This design comes from an exercise in tuning for small area on the open sky130 flow, not from production work. Function was checked by simulation only, so behaviour that the tests miss may differ from the original. Power is estimated from default activity; no workload was simulated.

==> design/flow/design.v <==
package lc3b_types;
  typedef logic [15:0]  lc3b_word;
  typedef logic [255:0] lc3b_32bytes;
  typedef enum logic [1:0] {
    IDLE = 2'd0,
    BUSY = 2'd1,
    RESP = 2'd2
  } pmem_resp_state_t;
  function automatic int pmem_max(input int a, input int b);
    pmem_max = (a > b) ? a : b;
  endfunction
endpackage
module pmem_line_array
#(
  parameter int SLOTS = 8
) (
  input  logic                    clk,
  input  logic                    ins_a_i,
  input  logic                    ins_b_i,
  input  lc3b_types::lc3b_32bytes din_i,
  output lc3b_types::lc3b_32bytes tap_a_o,
  output lc3b_types::lc3b_32bytes tap_b_o
);
  localparam int W = 256;
  logic [SLOTS*W-1:0] ring_a_q;
  logic [SLOTS*W-1:0] ring_b_q;
  assign tap_a_o = ring_a_q[SLOTS*W-1 -: W];
  assign tap_b_o = ring_b_q[SLOTS*W-1 -: W];
  always_ff @(posedge clk) begin
    ring_a_q <= {ring_a_q[(SLOTS-1)*W-1:0], (ins_a_i ? din_i : tap_a_o)};
    ring_b_q <= {ring_b_q[(SLOTS-1)*W-1:0], (ins_b_i ? din_i : tap_b_o)};
  end
endmodule
module pmem_line_responder
#(
  parameter int LINES         = 16,
  parameter int READ_LATENCY  = 8,
  parameter int WRITE_LATENCY = 8
) (
  input  logic        clk,
  input  logic        reset,
  input  logic        pmem_read,
  input  logic        pmem_write,
  input  lc3b_types::lc3b_word    pmem_address,
  input  lc3b_types::lc3b_32bytes pmem_wdata,
  output logic        pmem_resp,
  output lc3b_types::lc3b_32bytes pmem_rdata,
  output logic        protocol_error
);
  logic          busy_q;    
  logic [2:0]    cnt_q;     
  logic          wr_q;
  logic [10:0]   tag_q;     
  logic          resp_q;
  logic          perr_q;
  logic [2:0]    ph_q;
  logic [15:0]   valid_q;
  lc3b_types::lc3b_32bytes buf_q;
  lc3b_types::lc3b_32bytes tap_a, tap_b;
  logic       accept;
  logic [3:0] line;
  logic       at_tap;
  logic       line_valid;
  logic       req_changed;
  logic       sel_w, sel_a, sel_b, sel_h, cap;
  logic       ins_a, ins_b;
  assign accept = !busy_q && (pmem_read || pmem_write);
  assign line   = busy_q ? tag_q[3:0] : pmem_address[8:5];
  assign at_tap = (line[2:0] == ~ph_q);
  assign line_valid = valid_q[line];
  assign cap   = (busy_q ? !wr_q : (pmem_read && !pmem_write)) && at_tap;
  assign sel_w = !busy_q && pmem_write;
  assign sel_a = cap && line_valid && !line[3];
  assign sel_b = cap && line_valid &&  line[3];
  assign sel_h = !sel_w && !cap;
  assign ins_a = busy_q && wr_q && at_tap && !line[3];
  assign ins_b = busy_q && wr_q && at_tap &&  line[3];
  assign req_changed = (wr_q ? !pmem_write : !pmem_read) || (pmem_address[15:5] != tag_q);
  pmem_line_array #(
    .SLOTS(8)
  ) u_array (
    .clk    (clk),
    .ins_a_i(ins_a),
    .ins_b_i(ins_b),
    .din_i  (buf_q),
    .tap_a_o(tap_a),
    .tap_b_o(tap_b)
  );
  always_ff @(posedge clk) begin
    buf_q <= ({256{sel_w}} & pmem_wdata) | ({256{sel_a}} & tap_a) |
             ({256{sel_b}} & tap_b)      | ({256{sel_h}} & buf_q);
  end
  always_ff @(posedge clk) begin
    if (reset) begin
      busy_q  <= 1'b0;
      resp_q  <= 1'b0;
      perr_q  <= 1'b0;
      ph_q    <= '0;
      valid_q <= '0;
    end else begin
      ph_q   <= ph_q + 3'd1;
      resp_q <= busy_q && (cnt_q == 3'd6);
      if (busy_q) begin
        cnt_q <= cnt_q + 3'd1;
        if (resp_q) begin
          busy_q <= 1'b0;
        end else if (req_changed) begin
          perr_q <= 1'b1;
        end
      end else if (accept) begin
        busy_q <= 1'b1;
        cnt_q  <= '0;
        wr_q   <= pmem_write;
        tag_q  <= pmem_address[15:5];
        if (pmem_write) begin
          valid_q[pmem_address[8:5]] <= 1'b1;
        end
        if (pmem_write && pmem_read) begin
          perr_q <= 1'b1;
        end
      end
    end
  end
  assign pmem_resp      = resp_q;
  assign pmem_rdata     = buf_q;
  assign protocol_error = perr_q;
endmodule
==> design/flow/run.sh <==
#!/bin/bash
# synth_recipe.tcl (not shown) runs the flow's synth.tcl, then flattens the netlist and writes it again
# the make line also repeats each setting of config.mk as NAME=value (left out here)
make -C /OpenROAD-flow-scripts/flow DESIGN_CONFIG=/design/flow/config.mk WORK_HOME=/design/flow/orfs CLKGATE_MAP_FILE= SYNTH_SCRIPT=/design/flow/synth_recipe.tcl finish
==> design/flow/config.mk <==
export PLATFORM = sky130hd
export DESIGN_NAME = pmem_line_responder
export DESIGN_NICKNAME = pmem_line_responder
export VERILOG_FILES = /design/flow/design.v
export SDC_FILE = /design/flow/constraint.sdc
export NUM_CORES = 4
export LEC_CHECK = 0
export CAP_MARGIN = 20
export CORE_MARGIN = 2
export CORE_UTILIZATION = 40
export SLEW_MARGIN = 20
==> design/flow/constraint.sdc <==
create_clock -name core_clock -period 10.0 [get_ports {clk}]
set_input_delay 2.0000 -clock core_clock [delete_from_list [all_inputs] [get_ports {clk}]]
set_output_delay 2.0000 -clock core_clock [all_outputs]
set_load 0.01 [all_outputs]
==> results.toml, run 1 <==
[grt]
grt_pass1_wl_mm = 289
track_usage_pct = 14.2
grt_pass1_vias = 48500
antenna_found_initial = 47
grt_max_degree = 161
grt_overflow_total = 0

[synthesis]
netlist_instances = 6544
synth_seq_area_share_pct = 85.2
netlist-cell-type-count = 42
ys_seq_elements = 4389
syn_nets = 6827
syn_area_per_cell_um2 = 15.8
syn_area_mm2 = 0.103
yosys_warnings = 2

[power_and_ir_drop]
p_switching_uw = 7770
intPower_uw = 28900
swShare_pct = 21.2
vdd_drop_max_uv = 176
pwr-share-comb_pct = 4.7
p_clk_share_pct = 42.5
power_uw = 36700
p_leak_uw = 0.0501
seq_power_share_pct = 52.8
pwr_density_cell_mw_per_mm2 = 291

[setup_path]
worstPathRequired_ns = 10.74
critical_path_class = "primary input to register"
critPathArrivalTime_ns = 6.26
endpoint_kind = "register"
reg2reg_slack_ns = 5.32
startpoint_type = "primary input"
cp_max_fo = 76

[final_layout]
layout-drive-gt1-share_pct = 15.7
fill_cells = 21500
area_growth_pct = 21.9
final_cells = 11000
mostFrequentLayoutCells = "4374 x dfxtp_1, 528 x clkdlybuf4s50_1, 492 x mux2_2"
utilization_pct = 49.0
multi_input_area_mm2 = 0.0131
layout_commonest_cell = "dfxtp_1"
seq_area_mm2 = 0.0880
fin_area_mm2 = 0.126
final_nets = 7560

[floorplanning]
dieArea_mm2 = 0.262
rows = 186
die_h_um = 512
initial_utilization_pct = 40.2
pin_count = 534
core_area_mm2 = 0.257
die-width_um = 512

[detailed_routing]
wl_mm = 190
drcViolationCount = 0
firstDrtPassIters = 5
vias = 47400
wl_per_cell_um = 17.2
ant_nets = 0
drtIter0Drc = 2095
routed_via_density = 4.31

[sta]
tightest_slew_ns = 1.14
rsz0062_at_grt = "no"
period_share_pct = 55.2
fin_skew_ns = 0.0627
setup_viol = 0
finalSetupTns_ns = 0
finalCriticalPeriod_ns = 5.52
max_freq_ghz = 0.181
finalMaxSlewViolations = 0
hold_violations = 0
slew_headroom_pct = 23.9

[cts]
cts_made_buffers = 404
hold_buffers = 0
clockBufferDepth = 4
clk_latency_ns = 0.89
path_clk_slew_ns = 0.06
htree_num_levels = 5
root_buffer = "clkbuf_16"
clkSinkCount = 4389
post-cts-setup-buffers = 0
cts_tree = "built"
cts_resized = 0

[placement]
port-buffer-count = 528
dpl_cell_area_mm2 = 0.112
hpwlAfterDp_mm = 105
placed_cells = 10300
place.gp.congestion = 0.750

[outcome]
status = "finished clean"

[run]
maxCapViolCount = 0

[hold_path]
hp-class = "register to register"
-- sequential cells by signal, summed over array words and instances (netlist names) --
register,count
valid_q,16
u_array.ring_b_q,2048
resp_q,1
wr_q,1
cnt_q,3
ph_q,3
buf_q,256
u_array.ring_a_q,2048
busy_q,1
perr_q,1
tag_q,11
-- layer usage --
layer / wire (um) / track usage [%] / up-vias
met5: 345 / 0 / -
met2: 81100 / 21.4 / 959
li1: - / - / 23100
met4: 6560 / 5.77 / 56
met3: 13600 / 4.84 / 434
met1: 87900 / 18.5 / 22900
-- path summary, 6_finish.rpt --
check                          end  cells after the start                  start
max                     buf_q[134]                      8        pmem_address[5]
min          u_array.ring_b_q[509]                      0  u_array.ring_b_q[253]
max reg2reg             buf_q[134]                      7                 busy_q
min reg2reg  u_array.ring_b_q[509]                      0  u_array.ring_b_q[253]
-- final cells by class --
| cell class | count | share of cell area, % |
|---|---|---|
| inverter | 262 | 0.781 |
| timing repair buffer | 562 | 4.50 |
| multi-input combinational | 1658 | 10.4 |
| clock inverter | 160 | 1.73 |
| clock buffer | 569 | 9.29 |
| sequential | 4389 | 69.9 |
| antenna | 10 | 0.0199 |
| tap | 3384 | 3.36 |
-- kinds of logic (layout without fill, tap and decap cells) --
| kind of cell | Yosys count | after routing | share of synthesized area, % |
|---|---|---|---|
| fa+ha+maj | 7 | 7 | 0.0848 |
| flops | 4389 | 4389 | 85.2 |
| xor+xnor | 17 | 17 | 0.144 |
| other cells | 0 | 10 | 0 |
| buf+inv | 497 | 1553 | 2.16 |
| simple gates | 572 | 572 | 2.48 |
| compound gates | 541 | 541 | 4.20 |
| mux | 521 | 521 | 5.71 |
-- cells in the mapped netlist (all sizes together) --
cell type,number,area (um2)
buf,120,815
o31a,1,8.76
o21ai,3,15.0
xor2,12,105
mux2,512,5770
or3b,1,8.76
nor3,3,15.0
or3,2,12.5
nand3b,3,22.5
and4,1,8.76
nor4,5,31.3
clkbuf,115,432
and4b,1,10.0
nand2,259,972
a31oi,2,12.5
mux2i,6,63.8
a21oi,19,95.1
mux4,3,67.6
edfxtp,15,450
nand4bb,1,11.3
a22o,2,17.5
nand2b,1,6.26
a32o,1,10.0
ha,7,87.6
inv,262,983
or2,1,6.26
nor2b,5,31.3
nand3,259,1300
and2,1,6.26
xnor2,5,43.8
nand4b,1,8.76
o211ai,256,1920
dfxtp,4374,87600
nor2,27,101
o2111ai,1,15.0
nor3b,1,7.51
a2bb2oi,256,2240
-- power groups by stage --
stage / Sequential, uW / Clock [uW] / Combinational, uW
final: 19400 / 15600 / 1710
after global routing: 19500 / 16700 / 1840
after floorplan: 19600 / 0 / 708
after detailed placement: 19700 / 0 / 1720
after CTS: 19400 / 16000 / 1730
after global placement: 19700 / 0 / 1710
-- through the flow --
step | hold WS (ns) | worst slack [ns]
after global routing | 0.263 | 4.34
after global placement | 0.310 | 3.68
after CTS | 0.264 | 4.56
after floorplan | 0.310 | 5.99
after detailed placement | 0.312 | 3.61
final | 0.265 | 4.48
-- worst max-delay path, cell delays in order --
cell	delay (ns)
clkdlybuf4s50_1	0.62
mux2i_1	0.67
xnor2_1	0.23
and4_4	0.73
buf_4	0.59
buf_4	0.87
a2bb2oi_1	0.28
o211ai_1	0.13
==> run 2, diff against run 1 <==
--- a/design/flow/config.mk
+++ b/design/flow/config.mk
@@ -10,2 +10,4 @@
 export CORE_UTILIZATION = 40
+export CTS_CLUSTER_DIAMETER = 80
+export CTS_CLUSTER_SIZE = 24
 export SLEW_MARGIN = 20
==> run 2 against run 1 <==
Flip-flop and latch count did not move. Setup slack improved by 0.031 ns. Clock-buffer cell count fell by 351. Via count decreased by 3.5%. Sequential share of layout area rose by 4.7 points. Final area down 6.3%. Sequential power hardly changed. Still clean. Combinational power hardly changed. Final cell count decreased by 4.3%. Highest routed layer unchanged. Total power decreased by 17%. Register-to-register slack improved by 0.07 ns. Core utilization fell by 3.1 points.
==> results.toml, run 2 <==
[cts]
cts_tree = "built"
root_buffer = "clkbuf_16"
cts_resized = 0
hold_buffers = 0
htree_num_levels = 4
clkSinkCount = 4389
cts_made_buffers = 211
post-cts-setup-buffers = 0
path_clk_slew_ns = 0.09
clockBufferDepth = 3
clk_latency_ns = 0.86

[setup_path]
startpoint_type = "primary input"
critPathArrivalTime_ns = 6.20
endpoint_kind = "register"
worstPathRequired_ns = 10.71
critical_path_class = "primary input to register"
cp_max_fo = 76

[final_layout]
fill_cells = 22200
area_growth_pct = 14.3
final_nets = 7367
final_cells = 10500
layout_commonest_cell = "dfxtp_1"
layout-drive-gt1-share_pct = 11.1
mostFrequentLayoutCells = "4374 x dfxtp_1, 528 x clkdlybuf4s50_1, 492 x mux2_2"
fin_area_mm2 = 0.118
largestRegisters = "u_array.ring_a_q x2048, u_array.ring_b_q x2048, buf_q x256"

[synthesis]
syn_nets = 6827
post-synth-top-count-cell = "dfxtp_1"
syn_area_mm2 = 0.103
synth_area_leaders = "dfxtp_1 85%, mux2_2 5.4%, a2bb2oi_1 2.2%"
async_flop_share_pct = 0
synth_commonest_cells = "4374 x dfxtp_1, 492 x mux2_2, 262 x inv_1, 259 x nand2_1, 259 x nand3_1"
netlist-cell-type-count = 42
yosysTopAreaCellShare_pct = 84.8
ys_seq_elements = 4389
synthFlopType = "dfxtp_1"
synth_edf_count = 15
synth_seq_area_share_pct = 85.2
syn_area_per_cell_um2 = 15.8
yosysTopAreaCell = "dfxtp_1"
yosys_warnings = 2
netlist_instances = 6544

[sta]
setup_viol = 0
fin_skew_ns = 0.0562
period_share_pct = 54.9
rsz0062_at_grt = "no"
slew_headroom_pct = 27.0
tightest_slew_ns = 1.09
finalSetupTns_ns = 0
finalMaxSlewViolations = 0
hold_violations = 0
finalCriticalPeriod_ns = 5.49
max_freq_ghz = 0.182

[power_and_ir_drop]
p_leak_uw = 0.0462
p_switching_uw = 6640
pwr-share-comb_pct = 5.6
pwr_density_cell_mw_per_mm2 = 256
intPower_uw = 23600
swShare_pct = 21.9
seq_power_share_pct = 63.9
vdd_drop_max_uv = 155
p_clk_share_pct = 30.5

[floorplanning]
rows = 186
die-width_um = 512
die_h_um = 512
core_area_mm2 = 0.257
initial_utilization_pct = 40.2
dieArea_mm2 = 0.262
pin_count = 534

[grt]
grt_overflow_total = 0
antenna_found_initial = 52
grt_pass1_vias = 45900
grt_max_degree = 161
grt_pass1_wl_mm = 278
track_usage_pct = 13.7

[detailed_routing]
vias = 45700
wl_mm = 184
wl_per_cell_um = 17.5
ant_nets = 0
routed_via_density = 4.34
drcViolationCount = 0
firstDrtPassIters = 6
drtIter0Drc = 2233

[hold_path]
hp-class = "register to register"

[placement]
dpl_cell_area_mm2 = 0.112
hpwlAfterDp_mm = 105
placed_cells = 10300
place.gp.congestion = 0.750
port-buffer-count = 528

[run]
maxCapViolCount = 0

[outcome]
status = "finished clean"
-- run 2: cell counts after synthesis --
No cell type changed its count.
-- run 2: cells by family after synthesis --
family                     Yosys count  share of synthesized area, %
DFF                               4389                          85.2
and+or+nand+nor                    572                          2.48
AOI/OAI and AO/OA                  541                          4.20
muxes                              521                          5.71
buffers and inverters              497                          2.16
xor gates and xnor gates            17                         0.144
adders and majority gates            7                        0.0848
-- run 2: cell type report --
cell class / instances / area (um2) / area share, %
Clock inverter: 32 / 618 / 0.524
Tap cell: 3384 / 4230 / 3.59
Sequential cell: 4389 / 88000 / 74.6
Antenna cell: 14 / 35.0 / 0.0297
Clock buffer: 218 / 5370 / 4.55
Multi-Input combinational cell: 1658 / 13100 / 11.1
Timing Repair Buffer: 562 / 5670 / 4.80
Inverter: 262 / 983 / 0.833
-- run 2: final timing paths --
path              slack [ns]                     to  depth (start not counted)                  start
setup reg to reg        5.39             buf_q[129]                          7                 busy_q
setup / recovery        4.51             buf_q[129]                          8        pmem_address[5]
hold / removal          0.28  u_array.ring_b_q[729]                          0  u_array.ring_b_q[473]
hold reg to reg         0.28  u_array.ring_b_q[729]                          0  u_array.ring_b_q[473]
-- run 2: per-stage QoR --
step	hold slack (ns)	util, %	worst slack (ns)	power [uW]
6_report	0.283	46.0	4.51	30300
3_3_place_gp	0.310	43.6	3.68	21400
2_1_floorplan	0.310	-	5.99	20300
5_1_grt	0.285	46.0	4.38	31500
4_1_cts	0.276	46.0	4.59	30600
3_5_place_dp	0.312	43.6	3.61	21500
-- run 2: worst max-delay path, cell delays in order --
cell and delay [ns]:
clkdlybuf4s50_1 0.63, mux2i_1 0.67, xnor2_1 0.23, and4_4 0.71, buf_4 0.60, buf_4 0.86, a2bb2oi_1 0.27, o211ai_1 0.10
-- run 2: power groups by stage --
stage               combinational (uW)  sequential (uW)  clock (uW)
finish                            1700            19300        9210
global route                      1840            19500       10100
CTS                               1730            19400        9540
detailed placement                1720            19700           0
global placement                  1710            19700           0
floorplan                          708            19600           0
-- run 2: per-layer routing --
| metal | vias to the layer above | wire length [um] | track usage (%) |
|---|---|---|---|
| li1 | 22400 | - | - |
| met1 | 22100 | 86700 | 18.4 |
| met2 | 836 | 78200 | 20.8 |
| met3 | 350 | 13000 | 4.68 |
| met4 | 52 | 5400 | 4.44 |
| met5 | - | 328 | 0 |
==> run 3, diff against run 2 <==
--- a/design/flow/config.mk
+++ b/design/flow/config.mk
@@ -10,4 +10,4 @@
 export CORE_UTILIZATION = 40
-export CTS_CLUSTER_DIAMETER = 80
-export CTS_CLUSTER_SIZE = 24
+export CTS_CLUSTER_DIAMETER = 100
+export CTS_CLUSTER_SIZE = 30
 export SLEW_MARGIN = 20
==> run 3 against run 2 <==
Still clean. Fmax up 0.35%. Critical path depth unchanged. Clock skew up 0.0016 ns. Final area decreased by 1.1%. Core utilization decreased by 0.50 points. Via count is 0.67% lower. Routed wire length decreased by 0.84%. Worst hold slack better by 0.0087 ns. Final cell count fell by 0.53%. Die area did not move. Register-to-register slack improved by 0.03 ns. Critical path type unchanged. Critical endpoint is now buf_q[189]. Highest routed layer unchanged.
==> results.toml, run 3 <==
[setup_path]
worstPathRequired_ns = 10.68
r2r_start = "busy_q"
critical_path_class = "primary input to register"
startpoint_type = "primary input"
rr_worst_depth = 7
timing.rr.end = "buf_q[189]"
critPathArrivalTime_ns = 6.15
reg2reg_slack_ns = 5.42
cp_max_fo = 76
endpoint_kind = "register"

[synthesis]
synth_area_leaders = "dfxtp_1 85%, mux2_2 5.4%, a2bb2oi_1 2.2%"
synth_seq_area_share_pct = 85.2
syn_nets = 6827
synth_top_family_by_area = "multiplexers"
syn_area_mm2 = 0.103
synth_compound_area_share_pct = 4.20
async_flop_share_pct = 0
post-synth-top-count-cell = "dfxtp_1"
yosysTopAreaCellShare_pct = 84.8
synth_commonest_cells = "4374 x dfxtp_1, 492 x mux2_2, 262 x inv_1, 259 x nand2_1, 259 x nand3_1"
synthFlopType = "dfxtp_1"
synth_mux_area_share_pct = 5.71
syn_area_per_cell_um2 = 15.8
synthSimpleGateAreaFrac_pct = 2.48
synth-xor-area-share_pct = 0.144
synth-adder-area-share_pct = 0.0848
yosys_warnings = 2
ys_seq_elements = 4389
netlist_instances = 6544
synth_edf_count = 15
netlist-cell-type-count = 42
yosysTopAreaCell = "dfxtp_1"

[floorplanning]
dieArea_mm2 = 0.262
initial_utilization_pct = 40.2
die-width_um = 512
die_h_um = 512
pin_count = 534
core_area_mm2 = 0.257
rows = 186

[final_layout]
utilization_pct = 45.5
layout_commonest_cell = "dfxtp_1"
mostFrequentLayoutCells = "4374 x dfxtp_1, 528 x clkdlybuf4s50_1, 492 x mux2_2"
area_growth_pct = 13.0
largestRegisters = "u_array.ring_a_q x2048, u_array.ring_b_q x2048, buf_q x256"
layout-drive-gt1-share_pct = 10.4
final_nets = 7324

[outcome]
status = "finished clean"

[sta]
max_freq_ghz = 0.183
slew_headroom_pct = 25.4
finalCriticalPeriod_ns = 5.47
period_share_pct = 54.7
hold_violations = 0
finalMaxSlewViolations = 0
finalSetupTns_ns = 0
fin_skew_ns = 0.0578
setup_viol = 0
rsz0062_at_grt = "no"
tightest_slew_ns = 1.12

[cts]
cts_tree = "built"
clk_latency_ns = 0.87
htree_num_levels = 4
post-cts-setup-buffers = 0
cts_resized = 0
cts_made_buffers = 168
clkSinkCount = 4389
clockBufferDepth = 3
hold_buffers = 0
path_clk_slew_ns = 0.10
root_buffer = "clkbuf_16"

[power_and_ir_drop]
intPower_uw = 22800
seq_power_share_pct = 66.2
p_switching_uw = 6370
p_leak_uw = 0.0456
vdd_drop_max_uv = 165
pwr_density_cell_mw_per_mm2 = 250
swShare_pct = 21.8
p_clk_share_pct = 28.0
pwr-share-comb_pct = 5.8

[run]
maxCapViolCount = 0

[detailed_routing]
drcViolationCount = 0
firstDrtPassIters = 6
ant_nets = 0
drtIter0Drc = 2159
vias = 45400
routed_via_density = 4.34
wl_mm = 182
wl_per_cell_um = 17.4

[grt]
grt_max_degree = 161
grt_overflow_total = 0
antenna_found_initial = 46
grt_pass1_wl_mm = 276
track_usage_pct = 13.6
grt_pass1_vias = 45300

[hold_path]
hp-class = "register to register"
hp-start = "u_array.ring_a_q[1394]"
min_to = "u_array.ring_a_q[1650]"
min_path_cells = 0

[placement]
port-buffer-count = 528
hpwlAfterDp_mm = 105
place.gp.congestion = 0.750
## run 3: cell count changes in the layout (fill, tap and decap cells not counted), moves of 3 or more
| cell | delta |
|---|---|
| clkbuf_8 | -3 |
| inv_16 | -4 |
| inv_12 | -4 |
| diode_2 | -6 |
| clkbuf_16 | -43 |
## run 3: cells by family after synthesis
logic type               Yosys count
AO/OA/AOI/OAI                    541
XOR/XNOR                          17
adder cells (fa/ha/maj)            7
buffers and inverters            497
flip-flops                      4389
multiplexers                     521
AND/OR/NAND/NOR                  572
## run 3: power by group through the flow
stage | registers (uW) | clock network (uW) | logic (uW)
after global placement | 19700 | 0 | 1710
after floorplan | 19600 | 0 | 708
after global routing | 19500 | 9060 | 1840
final | 19300 | 8170 | 1700
after CTS | 19400 | 8480 | 1730
after detailed placement | 19700 | 0 | 1720
## run 3: worst max path at each step
stage	startpoint	endpoint	cells past startpoint
global route	pmem_address[5]	buf_q[128]	8
CTS	pmem_address[5]	buf_q[189]	8
global placement	pmem_address[5]	buf_q[117]	8
floorplan	pmem_address[5]	u_array.ring_a_q[215]	8
finish	pmem_address[5]	buf_q[189]	8
detailed placement	pmem_address[5]	buf_q[129]	8
## run 3: area by class of cell
| class | instances | area [um2] |
|---|---|---|
| inverter | 262 | 983 |
| multi-input combinational | 1658 | 13100 |
| clock inverter | 26 | 465 |
| tap | 3384 | 4230 |
| antenna | 8 | 20.0 |
| clock buffer | 174 | 4260 |
| fill | 22300 | 140000 |
| timing repair buffer | 562 | 5670 |
| sequential | 4389 | 88000 |
## run 3: critical path: stages
cell             delay [ns]
clkdlybuf4s50_1        0.63
mux2i_1                0.66
xnor2_1                0.23
and4_4                 0.70
buf_4                  0.61
buf_4                  0.86
a2bb2oi_1              0.25
o211ai_1               0.12
## run 3: through the flow
stage	hold slack [ns]	setup WS (ns)	cells	instance area (um2)	power (uW)
finish	0.291	4.53	10500	117000	29200
CTS	0.291	4.57	10500	117000	29600
global placement	0.310	3.68	10300	112000	21400
global route	0.289	4.34	10500	117000	30400
floorplan	0.310	5.99	6544	103000	20300
detailed placement	0.312	3.61	10300	112000	21500
## run 3: routing by layer
layer | share of wire, % | routed length (um) | GRT usage [%]
met3 | 6.9 | 12600 | 4.51
met5 | 0.20 | 369 | 0
met4 | 2.7 | 4830 | 4.30
met1 | 47 | 86200 | 18.3
met2 | 43 | 78000 | 20.7
==> run 4, diff against run 3 <==
--- a/design/flow/design.v
+++ b/design/flow/design.v
@@ -88,5 +88,16 @@
   );
+  lc3b_types::lc3b_32bytes buf_d;
+  pmem_line_select u_sel (
+    .sel_w_i(sel_w),
+    .sel_a_i(sel_a),
+    .sel_b_i(sel_b),
+    .sel_h_i(sel_h),
+    .w_i    (pmem_wdata),
+    .a_i    (tap_a),
+    .b_i    (tap_b),
+    .h_i    (buf_q),
+    .d_o    (buf_d)
+  );
   always_ff @(posedge clk) begin
-    buf_q <= ({256{sel_w}} & pmem_wdata) | ({256{sel_a}} & tap_a) |
-             ({256{sel_b}} & tap_b)      | ({256{sel_h}} & buf_q);
+    buf_q <= buf_d;
   end
@@ -127 +138,15 @@
 endmodule
+module pmem_line_select (
+  input  logic                    sel_w_i,
+  input  logic                    sel_a_i,
+  input  logic                    sel_b_i,
+  input  logic                    sel_h_i,
+  input  lc3b_types::lc3b_32bytes w_i,
+  input  lc3b_types::lc3b_32bytes a_i,
+  input  lc3b_types::lc3b_32bytes b_i,
+  input  lc3b_types::lc3b_32bytes h_i,
+  output lc3b_types::lc3b_32bytes d_o
+);
+  assign d_o = ({256{sel_w_i}} & w_i) | ({256{sel_a_i}} & a_i) |
+               ({256{sel_b_i}} & b_i) | ({256{sel_h_i}} & h_i);
+endmodule
--- a/design/flow/config.mk
+++ b/design/flow/config.mk
@@ -13 +13,3 @@
 export SLEW_MARGIN = 20
+export SYNTH_HIERARCHICAL = 1
+export SYNTH_MINIMUM_KEEP_SIZE = 0
==> run 4 against run 3 <==
Fmax shrank 1.2%. Still clean. Die area is 1.4% higher. Via count decreased by 7.1%. Critical path depth grew 1. Clock skew down 0.0051 ns. Worst hold slack worse by 0.012 ns. Routed wire length decreased by 6.5%.
==> results.toml, run 4 <==
[outcome]
status = "finished clean"

[grt]
grt_overflow_total = 0
grt_pass1_vias = 41800
track_usage_pct = 12.5
grt_pass1_wl_mm = 254
antenna_found_initial = 49
grt_max_degree = 116

[hold_path]
hp-class = "register to register"
hp-start = "u_array.ring_a_q[1401]"
min_to = "u_array.ring_a_q[1657]"
min_path_cells = 0

[synthesis]
post-synth-top-count-cell = "dfxtp_1"
yosysTopAreaCell = "dfxtp_1"
syn_nets = 6780
syn_area_per_cell_um2 = 16.1
synth_area_leaders = "dfxtp_1 84%, mux2_2 5.5%, buf_4 3.7%"
synth_commonest_cells = "4374 x dfxtp_1, 520 x buf_4, 513 x mux2_2, 512 x a22oi_1, 263 x nand2_1"
yosysTopAreaCellShare_pct = 83.6
async_flop_share_pct = 0
synth_seq_area_share_pct = 84.0
synth_edf_count = 15
synthFlopType = "dfxtp_1"
netlist-cell-type-count = 43
yosys_warnings = 8
ys_seq_elements = 4389
syn_area_mm2 = 0.105
netlist_instances = 6497

[sta]
rsz0062_at_grt = "no"
finalSetupTns_ns = 0
max_freq_ghz = 0.181
slew_headroom_pct = 26.5
setup_viol = 0
finalMaxSlewViolations = 0
hold_violations = 0
fin_skew_ns = 0.0527
tightest_slew_ns = 1.10
period_share_pct = 55.4
finalCriticalPeriod_ns = 5.54

[power_and_ir_drop]
p_switching_uw = 5850
pwr-share-comb_pct = 3.8
vdd_drop_max_uv = 173
power_uw = 28000
seq_power_share_pct = 67.1
p_clk_share_pct = 29.1
pwr_density_cell_mw_per_mm2 = 245
p_leak_uw = 0.0452
intPower_uw = 22200
swShare_pct = 20.9

[setup_path]
startpoint_type = "primary input"
rr_worst_depth = 8
endpoint_kind = "register"
r2r_start = "busy_q"
critical_path_class = "primary input to register"
reg2reg_slack_ns = 5.52
worstPathRequired_ns = 10.73
critPathArrivalTime_ns = 6.27
timing.rr.end = "u_array.ring_b_q[109]"
cp_max_fo = 65

[cts]
root_buffer = "clkbuf_16"
cts_tree = "built"
htree_num_levels = 4
cts_made_buffers = 168
clk_latency_ns = 0.84
path_clk_slew_ns = 0.10
post-cts-setup-buffers = 0
clockBufferDepth = 3
cts_resized = 0
clkSinkCount = 4389
hold_buffers = 0

[floorplanning]
dieArea_mm2 = 0.266
rows = 187
initial_utilization_pct = 40.3
pin_count = 534
die-width_um = 516
die_h_um = 516
core_area_mm2 = 0.260

[detailed_routing]
drtIter0Drc = 2107
firstDrtPassIters = 7
routed_via_density = 4.18
vias = 42200
ant_nets = 0
wl_mm = 170
drcViolationCount = 0
wl_per_cell_um = 16.9

[run]
maxCapViolCount = 0

[final_layout]
layout_commonest_cell = "dfxtp_1"
mostFrequentLayoutCells = "4374 x dfxtp_1, 528 x clkdlybuf4s50_1, 513 x mux2_2"
final_nets = 6818
layout-drive-gt1-share_pct = 11.4
largestRegisters = "u_array.ring_a_q x2048, u_array.ring_b_q x2048, buf_q x256"
area_growth_pct = 9.15

[placement]
hpwlAfterDp_mm = 97.1
port-buffer-count = 528
place.gp.congestion = 0.732
## run 4: cell types whose count changed after synthesis, sizes merged, moves of 9 or more
cell / before / now
clkbuf: 115 / 6
inv: 262 / 21
a2bb2oi: 256 / 0
o211ai: 256 / 0
a21oi: 19 / 4
nand3: 259 / 1
buf: 120 / 682
o22ai: 0 / 15
nor2: 27 / 18
a22oi: 0 / 512
## run 4: critical path, cell delays in order
cell	delay, ns
clkdlybuf4s50_1	0.67
mux2i_1	0.59
xor2_1	0.14
nor2_1	0.29
nand4_1	0.29
nor2_4	0.70
buf_4	0.55
buf_12	0.39
mux2_2	0.41
## run 4: worst max path at each step
stage	end	from	slack, ns
floorplan	u_array.ring_b_q[213]	pmem_address[5]	6.11
detailed placement	u_array.ring_b_q[109]	pmem_address[7]	3.61
finish	u_array.ring_b_q[109]	pmem_address[7]	4.46
CTS	u_array.ring_b_q[181]	pmem_address[7]	4.54
global route	u_array.ring_b_q[109]	pmem_address[7]	4.32
global placement	u_array.ring_b_q[116]	pmem_address[7]	3.64
## run 4: area by class of cell
type                            instances  area, um2
Timing Repair Buffer                  556       5670
Clock buffer                          177       4310
Multi-Input combinational cell       1399      11500
Antenna cell                           19       47.5
Sequential cell                      4389      88000
Fill cell                           22700     146000
Tap cell                             3496       4370
Inverter                               21       81.3
Clock inverter                         21        379
## run 4: cells by family after synthesis
| kind of cell | share of synthesized area [%] |
|---|---|
| DFF | 84.0 |
| buffers and inverters | 5.09 |
| AOI/OAI and AO/OA | 3.90 |
| muxes | 5.60 |
| and+or+nand+nor | 1.16 |
| xor gates and xnor gates | 0.159 |
| adders and majority gates | 0.0836 |
## run 4: per-layer routing
layer  vias up  track usage, %  wire length [um]
met5         -               0               266
met4        42            4.03              4360
met3       287            4.43             12100
met2       677            18.3             70900
met1     20400            17.1             82700
li1      20700               -                 -
## run 4: metrics by stage
| stage | util [%] | cell area (um2) | worst slack [ns] | instances | hold slack, ns |
|---|---|---|---|---|---|
| floorplan | - | 105000 | 6.11 | 6497 | 0.310 |
| global placement | 42.2 | 110000 | 3.64 | 9861 | 0.309 |
| detailed placement | 42.2 | 110000 | 3.61 | 9861 | 0.312 |
| CTS | 44.0 | 114000 | 4.54 | 10100 | 0.269 |
| global route | 44.0 | 114000 | 4.32 | 10100 | 0.271 |
| finish | 44.0 | 114000 | 4.46 | 10100 | 0.279 |
## run 4: power by group through the flow
| stage | Sequential, uW | Clock, uW | Combinational [uW] |
|---|---|---|---|
| after floorplan | 19100 | 0 | 490 |
| after global placement | 19200 | 0 | 1090 |
| after detailed placement | 19200 | 0 | 1090 |
| after CTS | 18800 | 8470 | 1090 |
| after global routing | 18900 | 9050 | 1150 |
| final | 18800 | 8150 | 1080 |
## run 4: per-module statistics from Yosys (local to each module, per instance), excerpt
module / cell area (um2) / flops+latches
pmem_line_select: 5560 / 0
pmem_line_responder: 6990 / 293
==> run 5, diff against run 4 <==
==> design/flow/flow/run.sh (new file) <==
#!/bin/bash
# Standard ORFS layout (the standard.sh, unchanged synthesis and steps), except that the
# port buffers are the smallest buffer cell instead of the one buffer_ports picks by itself.
set -euo pipefail
export BUFFER_PORTS_ARGS="-buffer_cell sky130_fd_sc_hd__buf_1"
bash standard.sh > standard.log 2>&1
==> design/flow/standard.sh (new file) <==
#!/bin/bash
# synth_recipe.tcl (not shown) runs the flow's synth.tcl, then flattens the netlist and writes it again
# the make line also repeats each setting of config.mk as NAME=value (left out here)
make -C /OpenROAD-flow-scripts/flow DESIGN_CONFIG=/design/flow/config.mk WORK_HOME=/design/flow/orfs CLKGATE_MAP_FILE= SYNTH_SCRIPT=/design/flow/synth_recipe.tcl "${@:-finish}"
--- a/design/flow/config.mk
+++ b/design/flow/config.mk
@@ -9,4 +9,4 @@
 export CORE_MARGIN = 2
-export CORE_UTILIZATION = 40
-export CTS_CLUSTER_DIAMETER = 100
+export CORE_UTILIZATION = 60
+export CTS_CLUSTER_DIAMETER = 80
 export CTS_CLUSTER_SIZE = 30
removed: design/flow/run.sh
==> run 5 against run 4 <==
Highest routed layer unchanged. Clock skew fell by 0.034 ns. Fmax rose by 9.8%. Combinational power fell by 25%. Area after synthesis did not move. Worst hold slack improved by 0.039 ns. Clock-buffer cell count rose by 1.
==> results.toml, run 5 <==
[final_layout]
mostFrequentLayoutCells = "4374 x dfxtp_1, 527 x buf_1, 513 x mux2_2"
fin_area_mm2 = 0.109
fill_cells = 13000
area_growth_pct = 4.28
utilization_pct = 62.9
layout-drive-gt1-share_pct = 11.2
final_nets = 6809
multi_input_area_mm2 = 0.0115
seq_area_mm2 = 0.0880
largestRegisters = "u_array.ring_a_q x2048, u_array.ring_b_q x2048, buf_q x256"
layout_commonest_cell = "dfxtp_1"

[sta]
tightest_slew_ns = 1.10
slew_headroom_pct = 26.5
finalMaxSlewViolations = 0
period_share_pct = 50.5
setup_viol = 0
finalCriticalPeriod_ns = 5.05
finalSetupTns_ns = 0
rsz0062_at_grt = "no"
fin_skew_ns = 0.0183
hold_violations = 0
max_freq_ghz = 0.198
hold_slack_ns = 0.319

[setup_path]
endpoint_kind = "register"
max_stage_delay_ns = 0.92
critical_path_class = "primary input to register"
worstPathRequired_ns = 10.71
critPathArrivalTime_ns = 5.76
cp_max_fo = 37
crit_slowest_cell = "nor2_4"
worstPathCellList = "buf_1 > mux2i_1 > xor2_1 > nor2_1 > nand4_1 > nor2_4 > buf_4 > mux2_2"
startpoint_type = "primary input"

[placement]
port-buffer-count = 528
dpl_cell_area_mm2 = 0.105
hpwlAfterDp_mm = 91.6
place.gp.congestion = 0.764

[cts]
hold_buffers = 0
clkSinkCount = 4389
clockBufferDepth = 3
clk_latency_ns = 0.82
post-cts-setup-buffers = 0
cts_tree = "built"
cts_resized = 0
htree_num_levels = 4
cts_made_buffers = 165
root_buffer = "clkbuf_16"
path_clk_slew_ns = 0.11

[floorplanning]
die_h_um = 422
rows = 153
pin_count = 534
initial_utilization_pct = 60.3
core_area_mm2 = 0.174
dieArea_mm2 = 0.178
die-width_um = 422

[detailed_routing]
drtIter0Drc = 2112
ant_nets = 0
firstDrtPassIters = 5
wl_per_cell_um = 18.4
vias = 41900
drcViolationCount = 0
routed_via_density = 4.71
wl_mm = 163

[grt]
grt_pass1_vias = 41300
track_usage_pct = 18.0
grt_max_degree = 130
grt_overflow_total = 0
antenna_found_initial = 35
grt_pass1_wl_mm = 246

[synthesis]
ys_seq_elements = 4389
synth_area_leaders = "dfxtp_1 84%, mux2_2 5.5%, buf_4 3.7%"
syn_area_per_cell_um2 = 16.1
synth_commonest_cells = "4374 x dfxtp_1, 520 x buf_4, 513 x mux2_2, 512 x a22oi_1, 263 x nand2_1"
yosys_warnings = 8
async_flop_share_pct = 0
yosysTopAreaCellShare_pct = 83.6
syn_area_mm2 = 0.105
post-synth-top-count-cell = "dfxtp_1"
synth_edf_count = 15
syn_nets = 6780
synth_seq_area_share_pct = 84.0
synthFlopType = "dfxtp_1"
netlist-cell-type-count = 43
netlist_instances = 6497
yosysTopAreaCell = "dfxtp_1"

[hold_path]
hp-class = "register to register"

[outcome]
status = "finished clean"

[power_and_ir_drop]
vdd_drop_max_uv = 203
pwr_density_cell_mw_per_mm2 = 252
power_uw = 27600
p_leak_uw = 0.0437

[run]
maxCapViolCount = 0
[run 5: power by group]
group | leakage (uW) | internal, uW | switching (uW)
registers | 0.0356 | 18400 | 360
logic | 0.00587 | 303 | 511
clock network | 0.00220 | 3200 | 4780
total | 0.0437 | 21900 | 5650
[run 5: layer usage]
metal	global-route usage [%]	part of all wire (%)
met1	23.3	45
met2	29.4	46
met5	0	0.12
met4	7.68	4.0
met3	4.00	4.5
[run 5: area by class of cell]
| type | count | share of cell area (%) |
|---|---|---|
| repair buffers | 550 | 2.07 |
| diodes | 8 | 0.0183 |
| flip-flops and latches | 4389 | 80.6 |
| well taps | 2325 | 2.66 |
| inverters | 21 | 0.0744 |
| clock inverters | 8 | 0.0893 |
| clock buffers | 178 | 4.03 |
| multi-input cells | 1399 | 10.5 |
[run 5: worst paths after layout]
path | start | cells past startpoint | endpoint | slack [ns]
max | pmem_address[7] | 8 | u_array.ring_a_q[185] | 4.95
min | u_array.ring_a_q[1632] | 0 | u_array.ring_a_q[1888] | 0.32
max reg2reg | busy_q | 7 | u_array.ring_a_q[185] | 5.62
min reg2reg | u_array.ring_a_q[1632] | 0 | u_array.ring_a_q[1888] | 0.32
[run 5: kinds of logic (layout without fill, tap and decap cells)]
group                    count (synthesis)  count (layout)  share of synthesized area, %
multiplexers                           519             519                          5.60
flip-flops                            4389            4389                          84.0
adder cells (fa/ha/maj)                  7               7                        0.0836
AND/OR/NAND/NOR                        306             306                          1.16
XOR/XNOR                                19              19                         0.159
buffers and inverters                  709             757                          5.09
AO/OA/AOI/OAI                          548             548                          3.90
other                                    0               8                             0
[run 5: per-module statistics from Yosys, one instance, submodules excluded, a selection]
| module | copies in the design | flops+latches | cell area (um2) |
|---|---|---|---|
| pmem_line_select | 1 | 0 | 5560 |
| pmem_line_responder | 1 | 293 | 6990 |
[run 5: through the flow]
step	setup WS [ns]	instances
2_1_floorplan	6.11	6497
3_3_place_gp	4.09	8684
3_5_place_dp	4.08	8684
4_1_cts	5.01	8870
5_1_grt	4.81	8876
6_report	4.95	8878
[run 5: worst max-delay path: cells and delay by family]
kind | cells | cell delay, ns
and+or+nand+nor | 3 | 1.47
xor gates and xnor gates | 1 | 0.23
buffers and inverters | 2 | 1.16
muxes | 2 | 0.79
==> run 6, diff against run 5 <==
--- a/design/flow/config.mk
+++ b/design/flow/config.mk
@@ -10,4 +10,4 @@
 export CORE_UTILIZATION = 60
-export CTS_CLUSTER_DIAMETER = 80
-export CTS_CLUSTER_SIZE = 30
+export CTS_CLUSTER_DIAMETER = 70
+export CTS_CLUSTER_SIZE = 36
 export SLEW_MARGIN = 20
==> run 6 against run 5 <==
Still clean on timing, DRC and antenna. Core utilization up 0.30 points. Fmax decreased by 0.48%. Flip-flop and latch count unchanged. Area after synthesis did not move. Die area stayed put. Register-to-register slack got worse by 0.02 ns. Sequential share of layout area decreased by 0.39 points. Final area is 0.48% higher. Non-clock buffer count unchanged. Setup slack got worse by 0.024 ns. Global-route usage about the same. Largest cell class unchanged. Highest routed layer unchanged.
==> results.toml, run 6 <==
[grt]
grt_max_degree = 130
grt_pass1_wl_mm = 245
track_usage_pct = 18.0
antenna_found_initial = 34
grt_overflow_total = 0
grt_pass1_vias = 41200

[setup_path]
rr_worst_depth = 7
endpoint_kind = "register"
worstPathRequired_ns = 10.72
r2r_start = "busy_q"
cp_max_fo = 37
startpoint_type = "primary input"
critPathLaunch = "pmem_address[7]"
critical_path_class = "primary input to register"
critPathArrivalTime_ns = 5.79

[run]
maxCapViolCount = 0

[floorplanning]
die_h_um = 422
pin_count = 534
die-width_um = 422
dieArea_mm2 = 0.178
rows = 153
initial_utilization_pct = 60.3
core_area_mm2 = 0.174

[final_layout]
layout_commonest_cell = "dfxtp_1"
area_growth_pct = 4.79
fill_cells = 12900
largestRegisters = "u_array.ring_a_q x2048, u_array.ring_b_q x2048, buf_q x256"
utilization_pct = 63.2
mostFrequentLayoutCells = "4374 x dfxtp_1, 527 x buf_1, 513 x mux2_2"
layout-drive-gt1-share_pct = 11.9
final_nets = 6798
final_cells = 8939

[detailed_routing]
ant_nets = 0
wl_per_cell_um = 18.2
wl_mm = 163
drtIter0Drc = 2315
vias = 42000
firstDrtPassIters = 5
routed_via_density = 4.70
drcViolationCount = 0

[hold_path]
hp-class = "register to register"
hp-start = "u_array.ring_a_q[277]"
min_path_cells = 0

[synthesis]
synthFlopType = "dfxtp_1"
synth_area_leaders = "dfxtp_1 84%, mux2_2 5.5%, buf_4 3.7%"
syn_area_mm2 = 0.105
async_flop_share_pct = 0
ys_seq_elements = 4389
synth_commonest_cells = "4374 x dfxtp_1, 520 x buf_4, 513 x mux2_2, 512 x a22oi_1, 263 x nand2_1"
post-synth-top-count-cell = "dfxtp_1"
yosys_warnings = 8
netlist_instances = 6497
synth_edf_count = 15
yosysTopAreaCell = "dfxtp_1"
syn_area_per_cell_um2 = 16.1
syn_nets = 6780
netlist-cell-type-count = 43
yosysTopAreaCellShare_pct = 83.6
synth_seq_area_share_pct = 84.0

[placement]
place.gp.congestion = 0.764
placed_cells = 8684
hpwlAfterDp_mm = 91.6
port-buffer-count = 528

[sta]
setup_viol = 0
period_share_pct = 50.7
hold_violations = 0
finalCriticalPeriod_ns = 5.07
rsz0062_at_grt = "no"
finalMaxSlewViolations = 0
hold_slack_ns = 0.318
finalSetupTns_ns = 0
tightest_slew_ns = 1.13
max_freq_ghz = 0.197
fin_skew_ns = 0.0255
slew_headroom_pct = 24.7

[power_and_ir_drop]
pwr_density_cell_mw_per_mm2 = 255
p_switching_uw = 5920
intPower_uw = 22000
p_leak_uw = 0.0439
pwr-share-comb_pct = 2.9
p_clk_share_pct = 29.9
vdd_drop_max_uv = 195
seq_power_share_pct = 67.2
swShare_pct = 21.2

[cts]
htree_num_levels = 4
clk_latency_ns = 0.84
cts_tree = "built"
path_clk_slew_ns = 0.12
post-cts-setup-buffers = 0
hold_buffers = 0
cts_made_buffers = 154
clockBufferDepth = 3
root_buffer = "clkbuf_16"
cts_resized = 0
clkSinkCount = 4389

[outcome]
status = "finished clean"
## run 6: layout make-up
class	instances	area, um2	share of cell area, %
Clock inverter	72	920	0.838
Sequential cell	4389	88000	80.2
Clock buffer	174	4110	3.74
Tap cell	2325	2910	2.65
Antenna cell	9	22.5	0.0205
Inverter	21	81.3	0.0741
Timing Repair Buffer	550	2260	2.06
Multi-Input combinational cell	1399	11500	10.4
## run 6: path summary, 6_finish.rpt
check	to	slack, ns
max	u_array.ring_a_q[185]	4.93
min	u_array.ring_a_q[533]	0.32
max reg2reg	u_array.ring_a_q[185]	5.60
min reg2reg	u_array.ring_a_q[533]	0.32
## run 6: per-module statistics from Yosys (local to each module, per instance), excerpt
module               times used  flip-flops and latches  cell area [um2]  cells inside
pmem_line_select              1                       0             5560           880
pmem_line_responder           1                     293             6990           441
## run 6: per-layer routing
metal  wire length [um]  track usage [%]  part of all wire, %
met5                192                0                 0.12
met4               6550             7.37                  4.0
met3               7270             4.13                  4.5
met2              75000             29.3                   46
met1              73800             23.2                   45
## run 6: power groups by stage
stage / logic (uW) / registers [uW] / clock network, uW
after CTS: 836 / 18800 / 8610
after detailed placement: 830 / 19200 / 0
after global routing: 881 / 18900 / 9220
after floorplan: 490 / 19100 / 0
final: 814 / 18800 / 8360
after global placement: 824 / 19100 / 0
## run 6: logic make-up after synthesis
group                    count (synthesis)  share of synthesized area (%)
adder cells (fa/ha/maj)                  7                         0.0836
multiplexers                           519                           5.60
AND/OR/NAND/NOR                        306                           1.16
flip-flops                            4389                           84.0
AO/OA/AOI/OAI                          548                           3.90
buffers and inverters                  709                           5.09
XOR/XNOR                                19                          0.159
## run 6: worst max-delay path, cell delays in order
cell	delay, ns
buf_1	0.43
mux2i_1	0.36
xor2_1	0.23
nor2_1	0.28
nand4_1	0.27
nor2_4	0.94
buf_4	0.74
mux2_2	0.43
## run 6: through the flow
step	worst slack, ns	power (uW)	area (um2)
after global placement	4.09	20000	105000
after detailed placement	4.08	20000	105000
after global routing	4.82	29000	110000
after CTS	5.02	28200	110000
final	4.93	28000	110000
after floorplan	6.11	19600	105000
==> run 7, diff against run 6 <==
--- a/design/flow/config.mk
+++ b/design/flow/config.mk
@@ -10,4 +10,5 @@
 export CORE_UTILIZATION = 60
-export CTS_CLUSTER_DIAMETER = 70
-export CTS_CLUSTER_SIZE = 36
+export CTS_BUF_LIST = sky130_fd_sc_hd__clkbuf_8
+export CTS_CLUSTER_DIAMETER = 50
+export CTS_CLUSTER_SIZE = 18
 export SLEW_MARGIN = 20
==> run 7 against run 6 <==
Clock skew increased by 0.021 ns. Combinational power about the same. Via count increased by 1.7%. Worst hold slack got worse by 0.027 ns.
==> results.toml, run 7 <==
[sta]
hold_violations = 0
tightest_slew_ns = 1.10
finalCriticalPeriod_ns = 4.86
max_freq_ghz = 0.206
setup_viol = 0
finalSetupTns_ns = 0
slew_headroom_pct = 26.6
fin_skew_ns = 0.0470
finalMaxSlewViolations = 0
rsz0062_at_grt = "no"
period_share_pct = 48.6

[setup_path]
critical_path_class = "primary input to register"
crit_slowest_cell = "nor2_4"
startpoint_type = "primary input"
critPathArrivalTime_ns = 5.76
rr_worst_depth = 7
worstPathCellList = "buf_1 > mux2i_1 > xor2_1 > nor2_1 > nand4_1 > nor2_4 > buf_4 > mux2_2"
endpoint_kind = "register"
max_stage_delay_ns = 0.92
worstPathRequired_ns = 10.90
cp_max_fo = 37

[cts]
post-cts-setup-buffers = 0
clockBufferDepth = 4
path_clk_slew_ns = 0.10
clk_latency_ns = 1.03
clkSinkCount = 4389
hold_buffers = 0
cts_resized = 0
cts_made_buffers = 302
cts_tree = "built"
htree_num_levels = 5
root_buffer = "clkbuf_8"

[detailed_routing]
firstDrtPassIters = 7
wl_per_cell_um = 18.3
ant_nets = 0
drcViolationCount = 0
vias = 42700
drtIter0Drc = 2039
wl_mm = 165
routed_via_density = 4.72

[synthesis]
synth_commonest_cells = "4374 x dfxtp_1, 520 x buf_4, 513 x mux2_2, 512 x a22oi_1, 263 x nand2_1"
synth_edf_count = 15
yosysTopAreaCellShare_pct = 83.6
async_flop_share_pct = 0
syn_area_per_cell_um2 = 16.1
syn_nets = 6780
synth_area_leaders = "dfxtp_1 84%, mux2_2 5.5%, buf_4 3.7%"
syn_area_mm2 = 0.105
synth_seq_area_share_pct = 84.0
netlist-cell-type-count = 43
yosys_warnings = 8
yosysTopAreaCell = "dfxtp_1"
ys_seq_elements = 4389
synthFlopType = "dfxtp_1"
post-synth-top-count-cell = "dfxtp_1"
netlist_instances = 6497

[final_layout]
largestRegisters = "u_array.ring_a_q x2048, u_array.ring_b_q x2048, buf_q x256"
layout_commonest_cell = "dfxtp_1"
mostFrequentLayoutCells = "4374 x dfxtp_1, 527 x buf_1, 513 x mux2_2"
area_growth_pct = 4.50
fin_area_mm2 = 0.109
final_nets = 6946
final_cells = 9043
fill_cells = 13000
layout-drive-gt1-share_pct = 13.2

[floorplanning]
die-width_um = 422
core_area_mm2 = 0.174
pin_count = 534
rows = 153
initial_utilization_pct = 60.3
die_h_um = 422
dieArea_mm2 = 0.178

[grt]
grt_overflow_total = 0
grt_pass1_vias = 42800
grt_pass1_wl_mm = 250
track_usage_pct = 18.4
antenna_found_initial = 36
grt_max_degree = 130

[outcome]
status = "finished clean"

[power_and_ir_drop]
p_leak_uw = 0.0440
vdd_drop_max_uv = 166
pwr_density_cell_mw_per_mm2 = 252

[placement]
hpwlAfterDp_mm = 91.6
dpl_cell_area_mm2 = 0.105
place.gp.congestion = 0.764
placed_cells = 8684
port-buffer-count = 528

[run]
maxCapViolCount = 0

[hold_path]
hp-class = "register to register"
min_path_cells = 0
run 7: cell counts after synthesis:
Identical to the previous run, type by type.
run 7: worst paths after layout:
kind | from | to | slack [ns]
hold reg to reg | u_array.ring_b_q[662] | u_array.ring_b_q[918] | 0.29
setup / recovery | pmem_address[7] | u_array.ring_a_q[185] | 5.14
setup reg to reg | busy_q | u_array.ring_a_q[185] | 5.63
hold / removal | u_array.ring_b_q[662] | u_array.ring_b_q[918] | 0.29
run 7: Yosys stat by module (local to each module, per instance), a selection:
module,cell area (um2),cells,times used,flip-flops and latches
pmem_line_select,5560,880,1,0
pmem_line_responder,6990,441,1,293
run 7: routing by layer:
layer,track usage (%),part of all wire (%),vias up
li1,-,-,21000
met1,23.2,45,20500
met2,29.6,46,740
met3,4.34,4.7,448
met4,9.28,4.8,30
met5,0,0.12,-
run 7: cell families after synthesis:
group	share of synthesized area [%]
AOI/OAI and AO/OA	3.90
xor gates and xnor gates	0.159
adders and majority gates	0.0836
buffers and inverters	5.09
DFF	84.0
muxes	5.60
and+or+nand+nor	1.16
run 7: metrics by stage:
stage / hold slack [ns] / util, % / power, uW / setup WS, ns
2_1_floorplan: 0.310 / - / 19600 / 6.11
3_3_place_gp: 0.310 / 60.3 / 20000 / 4.09
3_5_place_dp: 0.312 / 60.3 / 20000 / 4.08
4_1_cts: 0.274 / 63.0 / 27900 / 5.24
5_1_grt: 0.277 / 63.1 / 28700 / 5.05
6_report: 0.291 / 63.1 / 27600 / 5.14
run 7: cell type report:
cell class                      count  area, um2  area share [%]
Inverter                           21       81.3          0.0743
Timing Repair Buffer              550       2260            2.07
Sequential cell                  4389      88000            80.4
Tap cell                         2325       2910            2.66
Multi-Input combinational cell   1399      11500            10.5
Antenna cell                       10       25.0          0.0229
Clock inverter                     36        409           0.374
Clock buffer                      313       4310            3.93
run 7: worst max-delay path: cells and delay by family:
family,cells,cell delay [ns]
multiplexers,2,0.79
XOR/XNOR,1,0.23
buffers and inverters,2,1.16
AND/OR/NAND/NOR,3,1.48
run 7: report_power, final:
part | leakage (uW) | internal (uW) | switching [uW]
logic | 0.00587 | 303 | 510
clock network | 0.00249 | 3050 | 4960
registers | 0.0356 | 18400 | 359
==> run 8, diff against run 7 <==
--- a/design/flow/config.mk
+++ b/design/flow/config.mk
@@ -9,6 +9,5 @@
 export CORE_MARGIN = 2
-export CORE_UTILIZATION = 60
-export CTS_BUF_LIST = sky130_fd_sc_hd__clkbuf_8
-export CTS_CLUSTER_DIAMETER = 50
-export CTS_CLUSTER_SIZE = 18
+export CORE_UTILIZATION = 40
+export CTS_CLUSTER_DIAMETER = 100
+export CTS_CLUSTER_SIZE = 30
 export SLEW_MARGIN = 20
==> run 8 against run 7 <==
Die area grew 49%. Sequential share of layout area decreased by 1.2 points. Routed wire length rose by 1.9%.
==> results.toml, run 8 <==
[floorplanning]
die-width_um = 516
pin_count = 534
die_h_um = 516
dieArea_mm2 = 0.266
rows = 187
initial_utilization_pct = 40.3
core_area_mm2 = 0.260

[placement]
pre_cts_ws_ns = 3.90
hpwlAfterDp_mm = 97.2
port-buffer-count = 528
place.gp.congestion = 0.737

[setup_path]
max_stage_delay_ns = 0.95
startpoint_type = "primary input"
crit_slowest_cell = "nor2_4"
worstPathRequired_ns = 10.72
reg2reg_slack_ns = 5.38
crit_family = "simple AND/OR/NAND/NOR gates"
rr_worst_depth = 8
r2r_start = "busy_q"
critical_path_class = "primary input to register"
endpoint_kind = "register"
crit_buf_inv = 3
worstPathCellList = "buf_1 > mux2i_1 > xor2_1 > nor2_1 > nand4_1 > nor2_4 > buf_12 > buf_12 > mux2_2"
cp_common_cell = "buf_12"
timing.rr.end = "u_array.ring_a_q[123]"
cp_max_fo = 61
critPathArrivalTime_ns = 6.03

[cts]
clkSinkCount = 4389
clk_latency_ns = 0.85
cts_made_buffers = 169
cts_resized = 0
cts_tree = "built"
clockBufferDepth = 3
hold_buffers = 0
path_clk_slew_ns = 0.10
root_buffer = "clkbuf_16"
htree_num_levels = 4
post-cts-setup-buffers = 0

[synthesis]
synthFlopType = "dfxtp_1"
netlist_instances = 6497
synth_area_leaders = "dfxtp_1 84%, mux2_2 5.5%, buf_4 3.7%"
syn_area_per_cell_um2 = 16.1
synth_commonest_cells = "4374 x dfxtp_1, 520 x buf_4, 513 x mux2_2, 512 x a22oi_1, 263 x nand2_1"
syn_area_mm2 = 0.105
synth_edf_count = 15
synth_seq_area_share_pct = 84.0
syn_nets = 6780
netlist-cell-type-count = 43
async_flop_share_pct = 0
post-synth-top-count-cell = "dfxtp_1"
yosysTopAreaCellShare_pct = 83.6
yosysTopAreaCell = "dfxtp_1"
ys_seq_elements = 4389
yosys_warnings = 8

[hold_path]
hp-start = "u_array.ring_b_q[889]"
min_path_cells = 0
hp-class = "register to register"
min_to = "u_array.ring_b_q[1145]"

[power_and_ir_drop]
pwr_density_cell_mw_per_mm2 = 250
p_leak_uw = 0.0438
vdd_drop_max_uv = 199
power_uw = 27800

[detailed_routing]
ant_nets = 0
wl_met3_mm = 12.1
wl_per_cell_um = 16.7
routed.top_layer = "met5"
firstDrtPassIters = 5
vias = 42300
wl_met2_mm = 69.9
met1Wirelength_mm = 81.5
wl_mm = 168
routed_via_density = 4.20
drcViolationCount = 0
drtIter0Drc = 2110

[sta]
finalCriticalPeriod_ns = 5.31
rsz0062_at_grt = "no"
period_share_pct = 53.1
finalSetupTns_ns = 0
max_freq_ghz = 0.188
hold_violations = 0
setup_slack_ns = 4.69
finalMaxSlewViolations = 0
setup_viol = 0
tightest_slew_ns = 1.13
slew_headroom_pct = 24.7
fin_skew_ns = 0.0491

[final_layout]
multi_input_area_mm2 = 0.0115
fill_cells = 23100
largestRegisters = "u_array.ring_a_q x2048, u_array.ring_b_q x2048, buf_q x256"
layout_commonest_cell = "dfxtp_1"
area_growth_pct = 6.02
utilization_pct = 42.7
seq_area_mm2 = 0.0880
layout-drive-gt1-share_pct = 11.4
final_nets = 6817
mostFrequentLayoutCells = "4374 x dfxtp_1, 527 x buf_1, 513 x mux2_2"

[outcome]
status = "finished clean"

[grt]
grt_overflow_total = 0
grt_pass1_wl_mm = 252
grt_pass1_vias = 42200
grt_max_degree = 108
track_usage_pct = 12.3
antenna_found_initial = 46

[run]
maxCapViolCount = 0
run 8: cells by family (layout without fill, tap and decap cells):
kind of cell             Yosys count  count (layout)  synth area share (%)
flip-flops                      4389            4389                  84.0
AND/OR/NAND/NOR                  306             306                  1.16
multiplexers                     519             519                  5.60
buffers and inverters            709             776                  5.09
other                              0              10                     0
XOR/XNOR                          19              19                 0.159
adder cells (fa/ha/maj)            7               7                0.0836
AO/OA/AOI/OAI                    548             548                  3.90
run 8: area by class of cell:
cell class              instances  area share, %
clock inverters                28          0.465
repair buffers                554           2.11
inverters                      21         0.0732
flip-flops and latches       4389           79.2
clock buffers                 173           3.83
diodes                         10         0.0225
multi-input cells            1399           10.3
well taps                    3496           3.94
run 8: per-stage QoR:
step / cells / hold slack [ns] / cell area, um2
final: 10100 / 0.299 / 111000
after global routing: 10100 / 0.294 / 111000
after CTS: 10100 / 0.287 / 111000
after detailed placement: 9859 / 0.312 / 106000
after global placement: 9859 / 0.309 / 106000
after floorplan: 6497 / 0.310 / 105000
run 8: power by group:
| part | leakage [uW] | switching (uW) | internal [uW] | total [uW] |
|---|---|---|---|---|
| logic | 0.00591 | 510 | 305 | 815 |
| clock network | 0.00232 | 5020 | 3190 | 8210 |
| registers | 0.0356 | 367 | 18400 | 18800 |
| total | 0.0438 | 5900 | 21900 | 27800 |
run 8: worst register-to-register path: cells and delay by family (launching register included):
family | cells | cell delay (ns)
buffers and inverters | 2 | 0.97
flip-flops | 1 | 0.79
multiplexers | 2 | 1.07
AND/OR/NAND/NOR | 3 | 1.54
XOR/XNOR | 1 | 0.13
run 8: routing by layer:
layer,GRT usage (%),vias up
li1,-,20700
met1,16.8,20600
met2,18.2,730
met3,4.24,306
met4,3.91,56
met5,0,-
run 8: worst max-delay path by stage:
stage / from / to / slack [ns] / depth (start not counted)
after floorplan: pmem_address[5] / u_array.ring_b_q[213] / 6.11 / 9
after detailed placement: pmem_address[7] / u_array.ring_a_q[94] / 3.90 / 9
final: pmem_address[7] / u_array.ring_a_q[123] / 4.69 / 9
after CTS: pmem_address[7] / u_array.ring_a_q[125] / 4.84 / 9
after global routing: pmem_address[7] / u_array.ring_a_q[102] / 4.64 / 9
after global placement: pmem_address[7] / u_array.ring_a_q[98] / 3.93 / 9
run 8: modules after synthesis, one instance, submodules excluded, a selection:
module | area [um2] | copies in the design
pmem_line_responder | 6990 | 1
pmem_line_select | 5560 | 1
==> run 9, diff against run 8 <==
==> design/flow/flow/run.sh (replaced) <==
#!/bin/bash
# Standard ORFS layout (the standard.sh, unchanged synthesis and steps), except that the
# port buffers are the smallest buffer cell instead of the one buffer_ports picks by itself,
# and clock tree synthesis uses larger sink clusters without dummy loads.
set -euo pipefail
export BUFFER_PORTS_ARGS="-buffer_cell sky130_fd_sc_hd__buf_1"
export CTS_ARGS="-sink_clustering_enable -repair_clock_nets -sink_clustering_size 36 -sink_clustering_max_diameter 60 -dont_use_dummy_load"
bash standard.sh > standard.log 2>&1
--- a/design/flow/config.mk
+++ b/design/flow/config.mk
@@ -9,3 +9,3 @@
 export CORE_MARGIN = 2
-export CORE_UTILIZATION = 40
+export CORE_UTILIZATION = 60
 export CTS_CLUSTER_DIAMETER = 100
==> run 9 against run 8 <==
Still clean. Total power down 0.92%. Flip-flop and latch count unchanged. Sequential share of layout area grew 1.3 points. Area after synthesis stayed put. Clock power decreased by 3.0%. Clock-buffer cell count grew 6. Fmax is 5.7% higher. Core utilization up 20 points. Global-route usage rose by 5.7 points. Clock skew increased by 0.022 ns. Non-clock buffer count down 4. Routed wire length fell by 3.4%. Largest cell class unchanged.
==> results.toml, run 9 <==
[outcome]
status = "finished clean"

[synthesis]
async_flop_share_pct = 0
netlist_instances = 6497
yosysTopAreaCell = "dfxtp_1"
syn_area_mm2 = 0.105
synth_seq_area_share_pct = 84.0
ys_seq_elements = 4389
yosys_warnings = 8
synthFlopType = "dfxtp_1"
yosysTopAreaCellShare_pct = 83.6
netlist-cell-type-count = 43
synth_commonest_cells = "4374 x dfxtp_1, 520 x buf_4, 513 x mux2_2, 512 x a22oi_1, 263 x nand2_1"
synth_edf_count = 15
synth_area_leaders = "dfxtp_1 84%, mux2_2 5.5%, buf_4 3.7%"
post-synth-top-count-cell = "dfxtp_1"
syn_nets = 6780
syn_area_per_cell_um2 = 16.1

[floorplanning]
core_area_mm2 = 0.174
dieArea_mm2 = 0.178
pin_count = 534
die_h_um = 422
rows = 153
die-width_um = 422
initial_utilization_pct = 60.3

[cts]
root_buffer = "clkbuf_16"
post-cts-setup-buffers = 0
clockBufferDepth = 3
cts_resized = 0
hold_buffers = 0
clkSinkCount = 4389
clk_latency_ns = 0.85
htree_num_levels = 4
path_clk_slew_ns = 0.11
cts_made_buffers = 179
cts_tree = "built"

[run]
maxCapViolCount = 0

[final_layout]
layout_commonest_cell = "dfxtp_1"
final_cells = 8870
largestRegisters = "u_array.ring_a_q x2048, u_array.ring_b_q x2048, buf_q x256"
layout-drive-gt1-share_pct = 11.1
final_nets = 6823
mostFrequentLayoutCells = "4374 x dfxtp_1, 527 x buf_1, 513 x mux2_2"
area_growth_pct = 4.26

[grt]
antenna_found_initial = 33
grt_pass1_wl_mm = 246
track_usage_pct = 18.0
grt_pass1_vias = 41400
grt_max_degree = 130
grt_overflow_total = 0

[power_and_ir_drop]
pwr-share-comb_pct = 3.0
intPower_uw = 21900
power_uw = 27600
p_clk_share_pct = 28.9
p_leak_uw = 0.0437
p_switching_uw = 5620
pwr_density_cell_mw_per_mm2 = 252
vdd_drop_max_uv = 175
seq_power_share_pct = 68.2
swShare_pct = 20.4

[sta]
finalSetupTns_ns = 0
hold_violations = 0
max_freq_ghz = 0.199
finalMaxSlewViolations = 0
period_share_pct = 50.2
setup_slack_ns = 4.98
fin_skew_ns = 0.0712
setup_viol = 0
finalCriticalPeriod_ns = 5.02
rsz0062_at_grt = "no"
slew_headroom_pct = 26.2
tightest_slew_ns = 1.10

[setup_path]
cp_max_fo = 37
startpoint_type = "primary input"
worstPathRequired_ns = 10.68
critical_path_class = "primary input to register"
endpoint_kind = "register"
critPathArrivalTime_ns = 5.70

[detailed_routing]
routed_via_density = 4.73
vias = 41900
ant_nets = 0
drcViolationCount = 0
wl_per_cell_um = 18.3
firstDrtPassIters = 5
wl_mm = 163
drtIter0Drc = 2160

[placement]
hpwlAfterDp_mm = 91.6
port-buffer-count = 528
place.gp.congestion = 0.764
pre_cts_ws_ns = 4.08
placed_cells = 8684

[hold_path]
hp-class = "register to register"
## run 9: path summary, 6_finish.rpt
check,from,cells after the start,slack (ns),endpoint
worst max-delay path,pmem_address[7],8,4.98,u_array.ring_a_q[146]
worst min-delay path,u_array.ring_a_q[311],0,0.26,u_array.ring_a_q[567]
worst min register to register,u_array.ring_a_q[311],0,0.26,u_array.ring_a_q[567]
worst max register to register,busy_q,7,5.66,u_array.ring_a_q[146]
## run 9: through the flow
| stage | util (%) | instance area (um2) | hold WS [ns] |
|---|---|---|---|
| after global placement | 60.3 | 105000 | 0.310 |
| final | 62.9 | 109000 | 0.257 |
| after CTS | 62.9 | 109000 | 0.260 |
| after floorplan | - | 105000 | 0.310 |
| after global routing | 62.9 | 109000 | 0.256 |
| after detailed placement | 60.3 | 105000 | 0.312 |
## run 9: layout make-up
| class | count | area, um2 |
|---|---|---|
| diodes | 7 | 17.5 |
| fillers | 13000 | 64400 |
| well taps | 2325 | 2910 |
| repair buffers | 550 | 2260 |
| inverters | 21 | 81.3 |
| clock buffers | 179 | 4480 |
| flip-flops and latches | 4389 | 88000 |
| multi-input cells | 1399 | 11500 |
## run 9: critical path, stage by stage
cell and delay, ns:
buf_1 0.41, mux2i_1 0.35, xor2_1 0.22, nor2_1 0.29, nand4_1 0.28, nor2_4 0.93, buf_4 0.73, mux2_2 0.42
## run 9: per-layer routing
layer	part of all wire (%)	track usage, %
met2	46	29.5
met5	0.12	0
met3	4.6	4.08
met4	4.0	7.24
met1	45	23.2
## run 9: logic make-up (layout without fill, tap and decap cells)
| group | Yosys count | after routing | synth area share [%] |
|---|---|---|---|
| flops | 4389 | 4389 | 84.0 |
| mux | 519 | 519 | 5.60 |
| other cells | 0 | 7 | 0 |
| fa+ha+maj | 7 | 7 | 0.0836 |
| compound gates | 548 | 548 | 3.90 |
| xor+xnor | 19 | 19 | 0.159 |
| buf+inv | 709 | 750 | 5.09 |
| simple gates | 306 | 306 | 1.16 |
## run 9: modules after synthesis (local to each module, per instance), a selection
module               times used  cells inside  flip-flops and latches
pmem_line_responder           1           441                     293
pmem_line_select              1           880                       0
## run 9: power by group through the flow
| stage | Combinational, uW | Sequential [uW] | Clock (uW) |
|---|---|---|---|
| after global routing | 881 | 18900 | 8830 |
| final | 814 | 18800 | 7960 |
| after global placement | 824 | 19100 | 0 |
| after CTS | 836 | 18800 | 8230 |
| after detailed placement | 830 | 19200 | 0 |
| after floorplan | 490 | 19100 | 0 |

==> afterwards: timing with drivers on the ports <==
Ports are ideal in the flow. The routed layouts listed here were re-timed in OpenROAD. Step 1 (the two cells are an assumption about what drives the block):
set clk [get_ports {clk}]
set_driving_cell -lib_cell sky130_fd_sc_hd__clkbuf_16 $clk
set_driving_cell -lib_cell sky130_fd_sc_hd__buf_2 [delete_from_list [all_inputs] $clk]
Step 2 times the ports against the registers' clock, not the clock port: input delays grow and output delays shrink by t, the midpoint of the rising clock arrivals with the driver on. a / b / c = ideal / step 1 / step 2; a / b = the first two.
run | t, ns | setup slack, ns | clock arrival spread, ns
run 1 | 0.948 | 4.479 / 4.527 / 3.579 | 0.073 / 0.073
run 2 | 0.924 | 4.510 / 4.557 / 3.633 | 0.070 / 0.070
run 3 | 0.915 | 4.529 / 4.575 / 3.660 | 0.080 / 0.080
run 4 | 0.916 | 4.461 / 4.495 / 3.579 | 0.065 / 0.064
run 5 | 0.897 | 4.954 / 4.993 / 4.095 | 0.028 / 0.027
run 6 | 0.901 | 4.930 / 4.970 / 4.068 | 0.033 / 0.033
run 7 | 1.081 | 5.143 / 5.179 / 4.099 | 0.058 / 0.059
run 8 | 0.920 | 4.691 / 4.744 / 3.824 | 0.066 / 0.066
run 9 | 0.881 | 4.978 / 5.017 / 4.136 | 0.090 / 0.090
After both steps every run listed still meets setup and hold. The setup slack of run 7, which loses most, moves by +0.036 ns with the drivers and by -1.044 ns with both steps.
